Context: an optimization exercise on an open-source flow, tuned for small area and a short achievable clock period. The choices shown serve that exercise and are no tape-out recipe. In this exercise RTL edits were held to simulation tests only and were not proved equivalent to the original.

==> v18 <==
==> flow/design.v <==
package ddc_pkg;
    localparam int PHASE_W = 32;
    localparam int LUT_AW  = 8;
    localparam int ADC_W   = 12;
    localparam int MIX_W   = 16;
    localparam int CIC_N   = 3;
    localparam int CIC_R   = 64;
    typedef enum logic {PTR_I = 1'b0, PTR_Q = 1'b1} ptr_e;
    localparam int CIC_W = MIX_W + CIC_N * $clog2(CIC_R);
    localparam int DEC_W = $clog2(CIC_R);
    function automatic logic [10:0] quarter_sine(input logic [6:0] k);
        logic [10:0] v;
        case (k)
            7'd0:  v = 11'd0;    7'd1:  v = 11'd50;   7'd2:  v = 11'd100;  7'd3:  v = 11'd151;
            7'd4:  v = 11'd201;  7'd5:  v = 11'd251;  7'd6:  v = 11'd300;  7'd7:  v = 11'd350;
            7'd8:  v = 11'd399;  7'd9:  v = 11'd449;  7'd10: v = 11'd497;  7'd11: v = 11'd546;
            7'd12: v = 11'd594;  7'd13: v = 11'd642;  7'd14: v = 11'd690;  7'd15: v = 11'd737;
            7'd16: v = 11'd783;  7'd17: v = 11'd830;  7'd18: v = 11'd875;  7'd19: v = 11'd920;
            7'd20: v = 11'd965;  7'd21: v = 11'd1009; 7'd22: v = 11'd1052; 7'd23: v = 11'd1095;
            7'd24: v = 11'd1137; 7'd25: v = 11'd1179; 7'd26: v = 11'd1219; 7'd27: v = 11'd1259;
            7'd28: v = 11'd1299; 7'd29: v = 11'd1337; 7'd30: v = 11'd1375; 7'd31: v = 11'd1411;
            7'd32: v = 11'd1447; 7'd33: v = 11'd1483; 7'd34: v = 11'd1517; 7'd35: v = 11'd1550;
            7'd36: v = 11'd1582; 7'd37: v = 11'd1614; 7'd38: v = 11'd1644; 7'd39: v = 11'd1674;
            7'd40: v = 11'd1702; 7'd41: v = 11'd1729; 7'd42: v = 11'd1756; 7'd43: v = 11'd1781;
            7'd44: v = 11'd1805; 7'd45: v = 11'd1828; 7'd46: v = 11'd1850; 7'd47: v = 11'd1871;
            7'd48: v = 11'd1891; 7'd49: v = 11'd1910; 7'd50: v = 11'd1927; 7'd51: v = 11'd1944;
            7'd52: v = 11'd1959; 7'd53: v = 11'd1973; 7'd54: v = 11'd1986; 7'd55: v = 11'd1997;
            7'd56: v = 11'd2008; 7'd57: v = 11'd2017; 7'd58: v = 11'd2025; 7'd59: v = 11'd2032;
            7'd60: v = 11'd2037; 7'd61: v = 11'd2041; 7'd62: v = 11'd2045; 7'd63: v = 11'd2046;
            default: v = 11'd2047;
        endcase
        quarter_sine = v;
    endfunction
    function automatic logic signed [ADC_W-1:0] sine_lut(input logic [LUT_AW-1:0] a);
        logic [6:0]       idx;
        logic [ADC_W-1:0] mag;
        idx = a[6] ? (7'd64 - {1'b0, a[5:0]}) : {1'b0, a[5:0]};
        mag = {1'b0, quarter_sine(idx)};
        sine_lut = a[7] ? -$signed(mag) : $signed(mag);
    endfunction
endpackage
module cic_decim
#(
    parameter int N  = ddc_pkg::CIC_N,
    parameter int W  = ddc_pkg::CIC_W,
    parameter int OW = ddc_pkg::MIX_W
) (
    input  logic          clk,
    input  logic          rst_n,
    input  logic          strobe,
    input  logic [OW-1:0] din,
    output logic [OW-1:0] dout
);
    logic [N-1:0][W-1:0] integ_q, integ_d, dly_q, dly_d;
    logic [W-1:0]        comb_out;
    logic                unused_low;
    always_comb begin
        logic [W-1:0] acc;
        integ_d[0] = integ_q[0] + {{(W-OW){din[OW-1]}}, din};
        for (int k = 1; k < N; k++) begin
            integ_d[k] = integ_q[k] + integ_q[k-1];
        end
        acc = integ_q[N-1];
        for (int k = 0; k < N; k++) begin
            dly_d[k] = strobe ? acc : dly_q[k];
            acc      = acc - dly_q[k];
        end
        comb_out = acc;
    end
    assign dout       = comb_out[W-1 -: OW];
    assign unused_low = ^comb_out[W-OW-1:0];
    always_ff @(posedge clk or negedge rst_n) begin
        if (!rst_n) begin
            integ_q <= '0;
            dly_q   <= '0;
        end else begin
            integ_q <= integ_d;
            dly_q   <= dly_d;
        end
    end
endmodule
module ddc_core
#(
    parameter logic [ddc_pkg::PHASE_W-1:0] FTW_INIT    = 32'd0,
    parameter logic [ddc_pkg::PHASE_W-1:0] STEP_FINE   = 32'd1074,
    parameter logic [ddc_pkg::PHASE_W-1:0] STEP_COARSE = 32'd107374
) (
    input  logic             ADC_CLK,
    input  logic             RST_N,
    input  logic [ddc_pkg::ADC_W-1:0] ADC_IN,
    input  logic             ENC_SW,
    input  logic             ENC_DIR,
    input  logic             ENC_CNT,
    input  logic             ENC_CLK,
    input  logic             DATA_ACK,
    output logic [ddc_pkg::MIX_W-1:0] OUT,
    output logic             DATA_RDY
);
    logic [4:0] async_in, meta_q, sync_q;
    logic [2:0] prev_q, rise;
    logic       cnt_rise, push_rise, ack_rise;
    assign async_in  = {DATA_ACK, ENC_CLK, ENC_CNT, ENC_DIR, ENC_SW};
    assign rise      = sync_q[4:2] & ~prev_q;
    assign cnt_rise  = rise[0];
    assign push_rise = rise[1];
    assign ack_rise  = rise[2];
    logic [ddc_pkg::PHASE_W-1:0] ftw_q, ftw_d, phase_q, phase_d, step;
    always_comb begin
        step  = sync_q[0] ? STEP_COARSE : STEP_FINE;
        ftw_d = ftw_q;
        if (push_rise) begin
            ftw_d = FTW_INIT;
        end else if (cnt_rise) begin
            ftw_d = sync_q[1] ? ftw_q + step : ftw_q - step;
        end
        phase_d = phase_q + ftw_q;
    end
    logic [ddc_pkg::LUT_AW-1:0]           lut_addr;
    logic [1:0][ddc_pkg::ADC_W-1:0]       lo_q, lo_d;
    logic [ddc_pkg::ADC_W-1:0]            x_q, x_d;
    logic [1:0][ddc_pkg::MIX_W-1:0]       mix_q, mix_d, dec;
    logic [ddc_pkg::DEC_W-1:0]            cnt_q, cnt_d;
    logic                        strobe;
    assign lut_addr = phase_q[ddc_pkg::PHASE_W-1 -: ddc_pkg::LUT_AW];
    assign lo_d[0]  = ddc_pkg::sine_lut(lut_addr + ddc_pkg::LUT_AW'(1 << (ddc_pkg::LUT_AW - 2)));
    assign lo_d[1]  = ddc_pkg::sine_lut(lut_addr);
    assign x_d      = {~ADC_IN[ddc_pkg::ADC_W-1], ADC_IN[ddc_pkg::ADC_W-2:0]};
    assign cnt_d    = cnt_q + 1'b1;
    assign strobe   = (cnt_q == ddc_pkg::DEC_W'(ddc_pkg::CIC_R - 1));
    genvar gi;
    generate
        for (gi = 0; gi < 2; gi++) begin : g_arm
            logic signed [2*ddc_pkg::ADC_W-1:0] prod;
            logic                      unused_prod;
            assign prod        = $signed(x_q) * $signed(lo_q[gi]);
            assign mix_d[gi]   = prod[2*ddc_pkg::ADC_W-2 -: ddc_pkg::MIX_W];
            assign unused_prod = prod[2*ddc_pkg::ADC_W-1] ^ (^prod[2*ddc_pkg::ADC_W-ddc_pkg::MIX_W-2:0]);
            cic_decim #(.N(ddc_pkg::CIC_N), .W(ddc_pkg::CIC_W), .OW(ddc_pkg::MIX_W)) u_cic (
                .clk    (ADC_CLK),
                .rst_n  (RST_N),
                .strobe (strobe),
                .din    (mix_q[gi]),
                .dout   (dec[gi])
            );
        end
    endgenerate
    logic [ddc_pkg::MIX_W-1:0] out_q, out_d, hold_q, hold_d;
    logic             rdy_q, rdy_d;
    ddc_pkg::ptr_e             ptr_q, ptr_d;
    always_comb begin
        out_d  = out_q;
        hold_d = hold_q;
        rdy_d  = rdy_q;
        ptr_d  = ptr_q;
        if (strobe) begin
            out_d  = dec[0];
            hold_d = dec[1];
            rdy_d  = 1'b1;
            ptr_d  = ddc_pkg::PTR_I;
        end else if (ack_rise && rdy_q) begin
            if (ptr_q == ddc_pkg::PTR_I) begin
                out_d = hold_q;
                ptr_d = ddc_pkg::PTR_Q;
            end else begin
                rdy_d = 1'b0;
            end
        end
    end
    always_ff @(posedge ADC_CLK or negedge RST_N) begin
        if (!RST_N) begin
            meta_q  <= '0;
            sync_q  <= '0;
            prev_q  <= '0;
            ftw_q   <= FTW_INIT;
            phase_q <= '0;
            lo_q    <= '0;
            x_q     <= '0;
            mix_q   <= '0;
            cnt_q   <= '0;
            out_q   <= '0;
            hold_q  <= '0;
            rdy_q   <= 1'b0;
            ptr_q   <= ddc_pkg::PTR_I;
        end else begin
            meta_q  <= async_in;
            sync_q  <= meta_q;
            prev_q  <= sync_q[4:2];
            ftw_q   <= ftw_d;
            phase_q <= phase_d;
            lo_q    <= lo_d;
            x_q     <= x_d;
            mix_q   <= mix_d;
            cnt_q   <= cnt_d;
            out_q   <= out_d;
            hold_q  <= hold_d;
            rdy_q   <= rdy_d;
            ptr_q   <= ptr_d;
        end
    end
    assign OUT      = out_q;
    assign DATA_RDY = rdy_q;
endmodule
==> flow/run.sh <==
#!/bin/bash
# synth_recipe.tcl (not shown) runs the flow's synth.tcl, then flattens the netlist and writes it again
# the make line also repeats each setting of config.mk as NAME=value (left out here)
make -C /OpenROAD-flow-scripts/flow DESIGN_CONFIG=/design/flow/config.mk WORK_HOME=/design/flow/orfs CLKGATE_MAP_FILE= SYNTH_SCRIPT=/design/flow/synth_recipe.tcl finish
==> flow/config.mk <==
export PLATFORM = sky130hd
export DESIGN_NAME = ddc_core
export DESIGN_NICKNAME = ddc_core
export VERILOG_FILES = /design/flow/design.v
export SDC_FILE = /design/flow/constraint.sdc
export NUM_CORES = 4
export LEC_CHECK = 0
export ABC_CLOCK_PERIOD_IN_PS = 3000
export CAP_MARGIN = 20
export CORE_MARGIN = 2
export CORE_UTILIZATION = 40
export SETUP_SLACK_MARGIN = 4.5
export SLEW_MARGIN = 20
==> flow/constraint.sdc <==
create_clock -name core_clock -period 8.0 [get_ports {ADC_CLK}]
set_input_delay 1.6000 -clock core_clock [delete_from_list [all_inputs] [get_ports {ADC_CLK}]]
set_output_delay 1.6000 -clock core_clock [all_outputs]
set_load 0.01 [all_outputs]
==> v12: changes against v18 <==
ABC_CLOCK_PERIOD_IN_PS = default   (was 3000)
SETUP_SLACK_MARGIN = default   (was 4.5)
==> results.yml <==
placement:
  dpl.cell_count: 7232
global_routing:
  met3_demand_to_capacity_share_in_global_routing: 0.02193
outcome:
  run_status: "timing/DRC/antenna clean"
[end of results for v18]
==> results.yml <==
die:
  rows: 131
global_routing:
  grt.busiest_layer: "met2"
  met3_demand_to_capacity_share_in_global_routing: 0.02238
outcome:
  run_status: "timing/DRC/antenna clean"
final_layout:
  area_growth_pct: 9.080
synth:
  ys_seq_area_frac: 0.2900
placement:
  dpl.cell_count: 7235
[end of results for v12]

[what the ideal ports hide]
In the flow no input, the clock included, has a driving cell. The finished layouts below were timed again as built, in two steps. Step 1: set_driving_cell puts a clkbuf_16 on ADC_CLK and a buf_2 on each other input, an assumption about the parent block. Step 2 moves the port delays by t, midway between the first and last clock arrival at a register: inputs arrive t later, outputs are due t later. That takes back most of the time a late clock gives input paths. Slacks: no drivers / after step 1 / after step 2; pairs: no drivers / after step 1.
run | t (ns) | setup slack, ns | worst data-port slew with drivers (ns)
v18 | 0.705 | 1.445 / 1.445 / 1.445 | 0.05
v12 | 0.716 | 0.732 / 0.732 / 0.732 | 0.05
After both steps setup and hold are still met in every run listed.
